What follows belongs to an exercise in optimizing a design on an open flow for small area; a production flow would make more cautious choices.
In this exercise RTL edits were held to simulation tests only and were not proved equivalent to the original.

Design matrix_io_top, start of the top module:
module matrix_io_top #(
    parameter int max_slots = 4,
    parameter int max_dim   = 5
) (
    input  logic                 clk,
    input  logic                 rst_n,
    input  matrix_io_pkg::elem_t rx_data,
    input  logic                 rx_done,
    input  logic                 config_en,
    input  logic                 print_trigger,
    input  logic [3:0]           sw_select,
    input  logic                 tx_busy,
    output matrix_io_pkg::elem_t tx_data,
    output logic                 tx_start,
    output logic [3:0]           slot_valid
);
    matrix_io_pkg::elem_t     num_value;
    logic                     num_valid;
    matrix_io_pkg::slot_t     rd_slot;
    matrix_io_pkg::elem_idx_t rd_idx;
    matrix_io_pkg::elem_t     rd_elem;
    matrix_io_pkg::dim_t      rd_rows, rd_cols;
    ascii_num_parser u_parser (
        .clk       (clk),
        .rst_n     (rst_n),
        .rx_data   (rx_data),
        .rx_done   (rx_done),
        .num_value (num_value),
        .num_valid (num_valid)
    );
    matrix_store u_store (
        .clk        (clk),
        .rst_n      (rst_n),
        .num_value  (num_value),
        .num_valid  (num_valid),
        .config_en  (config_en),
        .rd_slot    (rd_slot),
        .rd_idx     (rd_idx),
        .rd_elem    (rd_elem),
        .rd_rows    (rd_rows),
        .rd_cols    (rd_cols),
        .slot_valid (slot_valid)
    );
    matrix_printer u_printer (
        .clk           (clk),
        .rst_n         (rst_n),
        .print_trigger (print_trigger),
        .sw_select     (sw_select),
        .slot_valid    (slot_valid),
        .rd_elem       (rd_elem),
        .rd_rows       (rd_rows),
        .rd_cols       (rd_cols),
        .rd_slot       (rd_slot),
        .rd_idx        (rd_idx),
        .tx_data       (tx_data),
        .tx_start      (tx_start),
        .tx_busy       (tx_busy)
    );
endmodule
Size: about 2000 cells after synthesis, roughly 31 I/O pins.
==> module matrix_store, before the edit <==
module matrix_store (
    input  logic                     clk,
    input  logic                     rst_n,
    input  matrix_io_pkg::elem_t     num_value,
    input  logic                     num_valid,
    input  logic                     config_en,
    input  matrix_io_pkg::slot_t     rd_slot,
    input  matrix_io_pkg::elem_idx_t rd_idx,
    output matrix_io_pkg::elem_t     rd_elem,
    output matrix_io_pkg::dim_t      rd_rows,
    output matrix_io_pkg::dim_t      rd_cols,
    output logic [3:0]               slot_valid
);
    matrix_io_pkg::dim_t  slot_rows [4];
    matrix_io_pkg::dim_t  slot_cols [4];
    matrix_io_pkg::rx_state_t rx_state;
    matrix_io_pkg::slot_t     wr_ptr;
    logic [2:0]               slot_cnt;
    matrix_io_pkg::dim_t      cur_rows;
    matrix_io_pkg::dim_t      cur_cols;
    matrix_io_pkg::elem_idx_t data_cnt;
    matrix_io_pkg::elem_idx_t last_idx;
    logic                     dim_ok;
    logic                     wr_en;
    logic                     last_elem;
    assign dim_ok    = (num_value >= 8'd1) && (num_value <= 8'd5);
    assign last_idx  = matrix_io_pkg::elem_idx_t'(cur_rows) *
                       matrix_io_pkg::elem_idx_t'(cur_cols) - 5'd1;
    assign wr_en     = num_valid && !config_en && (rx_state == matrix_io_pkg::rx_get_data);
    assign last_elem = wr_en && (data_cnt == last_idx);
    matrix_io_pkg::elem_t e0 [4];
    always_ff @(posedge clk) begin
        if (wr_en && data_cnt == 5'd0)
            e0[wr_ptr] <= num_value;
    end
    logic [4:0] phase;
    always_ff @(posedge clk or negedge rst_n) begin
        if (!rst_n) phase <= '0;
        else        phase <= (phase == 5'd23) ? 5'd0 : phase + 5'd1;
    end
    function automatic logic [4:0] add24(input logic [4:0] a, input logic [4:0] b);
        logic [5:0] s;
        logic [5:0] d;
        s = {1'b0, a} + {1'b0, b};
        d = s - 6'd24;
        add24 = (s >= 6'd24) ? d[4:0] : s[4:0];
    endfunction
    logic [4:0] wpos;
    logic [1:0] wdly;
    logic [2:0] wtgt;
    logic       ring_wr;
    assign wpos    = add24(data_cnt, phase);
    assign wdly    = 2'd0 - wpos[1:0];
    assign wtgt    = (wdly == 2'd0) ? wpos[4:2] :
                     (wpos[4:2] == 3'd5) ? 3'd0 : wpos[4:2] + 3'd1;
    assign ring_wr = wr_en && data_cnt != 5'd0;
    logic                 pv1, pv2, pv3;
    logic [1:0]           pd1;
    logic                 pd2;
    logic [2:0]           pt1, pt2, pt3;
    matrix_io_pkg::elem_t pq1, pq2, pq3;
    matrix_io_pkg::slot_t ps;
    always_ff @(posedge clk or negedge rst_n) begin
        if (!rst_n) begin
            pv1 <= 1'b0;
            pv2 <= 1'b0;
            pv3 <= 1'b0;
        end else begin
            pv1 <= ring_wr && wdly != 2'd0;
            pv2 <= pv1 && pd1 != 2'd1;
            pv3 <= pv2 && !pd2;
        end
    end
    always_ff @(posedge clk) begin
        pd1 <= wdly;
        pd2 <= (pd1 == 2'd2);
        pt1 <= wtgt;
        pt2 <= pt1;
        pt3 <= pt2;
        pq1 <= num_value;
        pq2 <= pq1;
        pq3 <= pq2;
        if (ring_wr)
            ps <= wr_ptr;
    end
    logic                 c0, c1, c2;
    logic                 c_en;
    matrix_io_pkg::slot_t c_slot;
    logic [2:0]           c_idx;
    matrix_io_pkg::elem_t c_data;
    assign c0     = ring_wr && wdly == 2'd0;
    assign c1     = pv1 && pd1 == 2'd1;
    assign c2     = pv2 && pd2;
    assign c_en   = c0 || c1 || c2 || pv3;
    assign c_slot = c0 ? wr_ptr : ps;
    assign c_idx  = c0 ? wtgt : c1 ? pt1 : c2 ? pt2 : pt3;
    assign c_data = c0 ? num_value : c1 ? pq1 : c2 ? pq2 : pq3;
    logic [7:0] ring [4][24];
    for (genvar s = 0; s < 4; s++) begin : g_slot
        for (genvar j = 0; j < 24; j++) begin : g_pos
            if (j % 4 == 0) begin : g_load
                always_ff @(posedge clk) begin
                    if (c_en && c_slot == s && c_idx == j / 4)
                        ring[s][j] <= c_data;
                    else
                        ring[s][j] <= ring[s][(j + 23) % 24];
                end
            end else begin : g_shift
                always_ff @(posedge clk)
                    ring[s][j] <= ring[s][j - 1];
            end
        end
    end
    always_ff @(posedge clk) begin
        if (last_elem) begin
            slot_rows[wr_ptr] <= cur_rows;
            slot_cols[wr_ptr] <= cur_cols;
        end
    end
    logic [4:0]           fpos;
    logic                 at_tap;
    matrix_io_pkg::elem_t tap_data;
    logic                 snoop;
    matrix_io_pkg::elem_t pf_buf;
    assign fpos     = add24(rd_idx, phase);
    assign at_tap   = (fpos[2:0] == 3'd0);
    assign tap_data = ring[rd_slot][{fpos[4:3], 3'd0}];
    assign snoop    = wr_en && wr_ptr == rd_slot && data_cnt == rd_idx + 5'd1;
    always_ff @(posedge clk) begin
        if (snoop)
            pf_buf <= num_value;
        else if (at_tap)
            pf_buf <= tap_data;
    end
    assign rd_elem = (rd_idx == 5'd0) ? e0[rd_slot] : pf_buf;
    assign rd_rows = slot_rows[rd_slot];
    assign rd_cols = slot_cols[rd_slot];
    always_ff @(posedge clk or negedge rst_n) begin
        if (!rst_n) begin
            rx_state   <= matrix_io_pkg::rx_get_rows;
            wr_ptr     <= '0;
            slot_cnt   <= 3'd2;
            slot_valid <= '0;
        end else if (config_en && rx_state != matrix_io_pkg::rx_config) begin
            rx_state <= matrix_io_pkg::rx_config;
        end else if (!config_en && rx_state == matrix_io_pkg::rx_config) begin
            rx_state <= matrix_io_pkg::rx_get_rows;
        end else if (num_valid) begin
            case (rx_state)
                matrix_io_pkg::rx_get_rows: begin
                    if (dim_ok)
                        rx_state <= matrix_io_pkg::rx_get_cols;
                end
                matrix_io_pkg::rx_get_cols: begin
                    rx_state <= dim_ok ? matrix_io_pkg::rx_get_data
                                       : matrix_io_pkg::rx_get_rows;
                end
                matrix_io_pkg::rx_get_data: begin
                    if (last_elem) begin
                        slot_valid[wr_ptr] <= 1'b1;
                        if ({1'b0, wr_ptr} >= slot_cnt - 3'd1)
                            wr_ptr <= '0;
                        else
                            wr_ptr <= wr_ptr + 2'd1;
                        rx_state <= matrix_io_pkg::rx_get_rows;
                    end
                end
                matrix_io_pkg::rx_config: begin
                    if (num_value == 8'd0)
                        slot_cnt <= 3'd1;
                    else if (num_value > 8'd4)
                        slot_cnt <= 3'd4;
                    else
                        slot_cnt <= num_value[2:0];
                    wr_ptr     <= '0;
                    slot_valid <= '0;
                end
                default: rx_state <= matrix_io_pkg::rx_get_rows;
            endcase
        end
    end
    always_ff @(posedge clk) begin
        if (!(config_en ^ (rx_state == matrix_io_pkg::rx_config)) && num_valid) begin
            if (rx_state == matrix_io_pkg::rx_get_rows)
                cur_rows <= matrix_io_pkg::dim_t'(num_value);
            if (rx_state == matrix_io_pkg::rx_get_cols) begin
                cur_cols <= matrix_io_pkg::dim_t'(num_value);
                data_cnt <= '0;
            end
            if (rx_state == matrix_io_pkg::rx_get_data && !last_elem)
                data_cnt <= data_cnt + 5'd1;
        end
    end
endmodule
Settings: LEC_CHECK=0, CAP_MARGIN=20, CORE_MARGIN=2, CORE_UTILIZATION=65, CTS_BUF_LIST=sky130_fd_sc_hd__clkbuf_8, CTS_CLUSTER_DIAMETER=50, CTS_CLUSTER_SIZE=16, PLACE_DENSITY=0.75, SLEW_MARGIN=20; clock period 10.0 ns.
run.sh (not shown) runs the stock make flow with config.mk's settings and CLKGATE_MAP_FILE= SYNTH_SCRIPT=/design/flow/synth_recipe.tcl, a recipe that flattens the netlist after the stock synthesis.
Rerun with:
--- a/flow/design.v
+++ b/flow/design.v
@@ -111,65 +111,40 @@
         s = {1'b0, a} + {1'b0, b};
         d = s - 6'd24;
         add24 = (s >= 6'd24) ? d[4:0] : s[4:0];
     endfunction
     logic [4:0] wpos;
-    logic [1:0] wdly;
-    logic [2:0] wtgt;
     logic       ring_wr;
     assign wpos    = add24(data_cnt, phase);
-    assign wdly    = 2'd0 - wpos[1:0];
-    assign wtgt    = (wdly == 2'd0) ? wpos[4:2] :
-                     (wpos[4:2] == 3'd5) ? 3'd0 : wpos[4:2] + 3'd1;
     assign ring_wr = wr_en && data_cnt != 5'd0;
-    logic                 pv1, pv2, pv3;
-    logic [1:0]           pd1;
-    logic                 pd2;
-    logic [2:0]           pt1, pt2, pt3;
-    matrix_io_pkg::elem_t pq1, pq2, pq3;
-    matrix_io_pkg::slot_t ps;
+    logic                 pend_v;
+    matrix_io_pkg::slot_t pend_s;
+    logic [4:0]           pend_p;
+    matrix_io_pkg::elem_t pend_d;
     always_ff @(posedge clk or negedge rst_n) begin
-        if (!rst_n) begin
-            pv1 <= 1'b0;
-            pv2 <= 1'b0;
-            pv3 <= 1'b0;
-        end else begin
-            pv1 <= ring_wr && wdly != 2'd0;
-            pv2 <= pv1 && pd1 != 2'd1;
-            pv3 <= pv2 && !pd2;
-        end
+        if (!rst_n) pend_v <= 1'b0;
+        else        pend_v <= ring_wr && wpos[0];
     end
     always_ff @(posedge clk) begin
-        pd1 <= wdly;
-        pd2 <= (pd1 == 2'd2);
-        pt1 <= wtgt;
-        pt2 <= pt1;
-        pt3 <= pt2;
-        pq1 <= num_value;
-        pq2 <= pq1;
-        pq3 <= pq2;
-        if (ring_wr)
-            ps <= wr_ptr;
+        pend_s <= wr_ptr;
+        pend_p <= wpos;
+        pend_d <= num_value;
     end
-    logic                 c0, c1, c2;
     logic                 c_en;
     matrix_io_pkg::slot_t c_slot;
-    logic [2:0]           c_idx;
+    logic [3:0]           c_idx;      
     matrix_io_pkg::elem_t c_data;
-    assign c0     = ring_wr && wdly == 2'd0;
-    assign c1     = pv1 && pd1 == 2'd1;
-    assign c2     = pv2 && pd2;
-    assign c_en   = c0 || c1 || c2 || pv3;
-    assign c_slot = c0 ? wr_ptr : ps;
-    assign c_idx  = c0 ? wtgt : c1 ? pt1 : c2 ? pt2 : pt3;
-    assign c_data = c0 ? num_value : c1 ? pq1 : c2 ? pq2 : pq3;
+    assign c_en   = pend_v || (ring_wr && !wpos[0]);
+    assign c_slot = pend_v ? pend_s : wr_ptr;
+    assign c_idx  = pend_v ? ((pend_p == 5'd23) ? 4'd0 : pend_p[4:1] + 4'd1) : wpos[4:1];
+    assign c_data = pend_v ? pend_d : num_value;
     logic [7:0] ring [4][24];
     for (genvar s = 0; s < 4; s++) begin : g_slot
         for (genvar j = 0; j < 24; j++) begin : g_pos
-            if (j % 4 == 0) begin : g_load
+            if (j % 2 == 0) begin : g_load
                 always_ff @(posedge clk) begin
-                    if (c_en && c_slot == s && c_idx == j / 4)
+                    if (c_en && c_slot == s && c_idx == j / 2)
                         ring[s][j] <= c_data;
                     else
                         ring[s][j] <= ring[s][(j + 23) % 24];
                 end
             end else begin : g_shift
Outcome:
- routed wire length came out higher by about a fifth
- global-route usage goes up by 2.7 points
- via count climbs by roughly a tenth
- utilization shrinks by 1.2 points
- count of clock-buffer cells in the layout climbs by 1
- clock skew goes down by 0.0036 ns
- final area came out higher by a few percent
- critical path depth drops by 8
- die area goes up by a few percent

## separate check: timing with driven ports
In the flow no input, the clock included, has a driving cell. The finished layouts below were timed again as built, in two steps.
Step 1 assumes that a clkbuf_16 drives the clock port and a buf_2 every other input.
Step 2, shift: input delay + t, output delay - t, t = (earliest + latest rising clock arrival at the registers) / 2. This alone moves slack from input paths to output paths.
Three values: ideal, step 1, step 2; two values: the first two.
| run | t (ns) | slack for setup (ns) | worst setup path at the end |
|---|---|---|---|
| the first run | 0.712 | 4.933 / 4.933 / 4.417 | input to register |
| the second run | 0.726 | 5.233 / 5.233 / 4.814 | input to register |
After both steps every run listed still meets setup and hold. The setup slack of the first run, which loses most, moves by 0.000 ns with the drivers and by -0.516 ns with both steps.
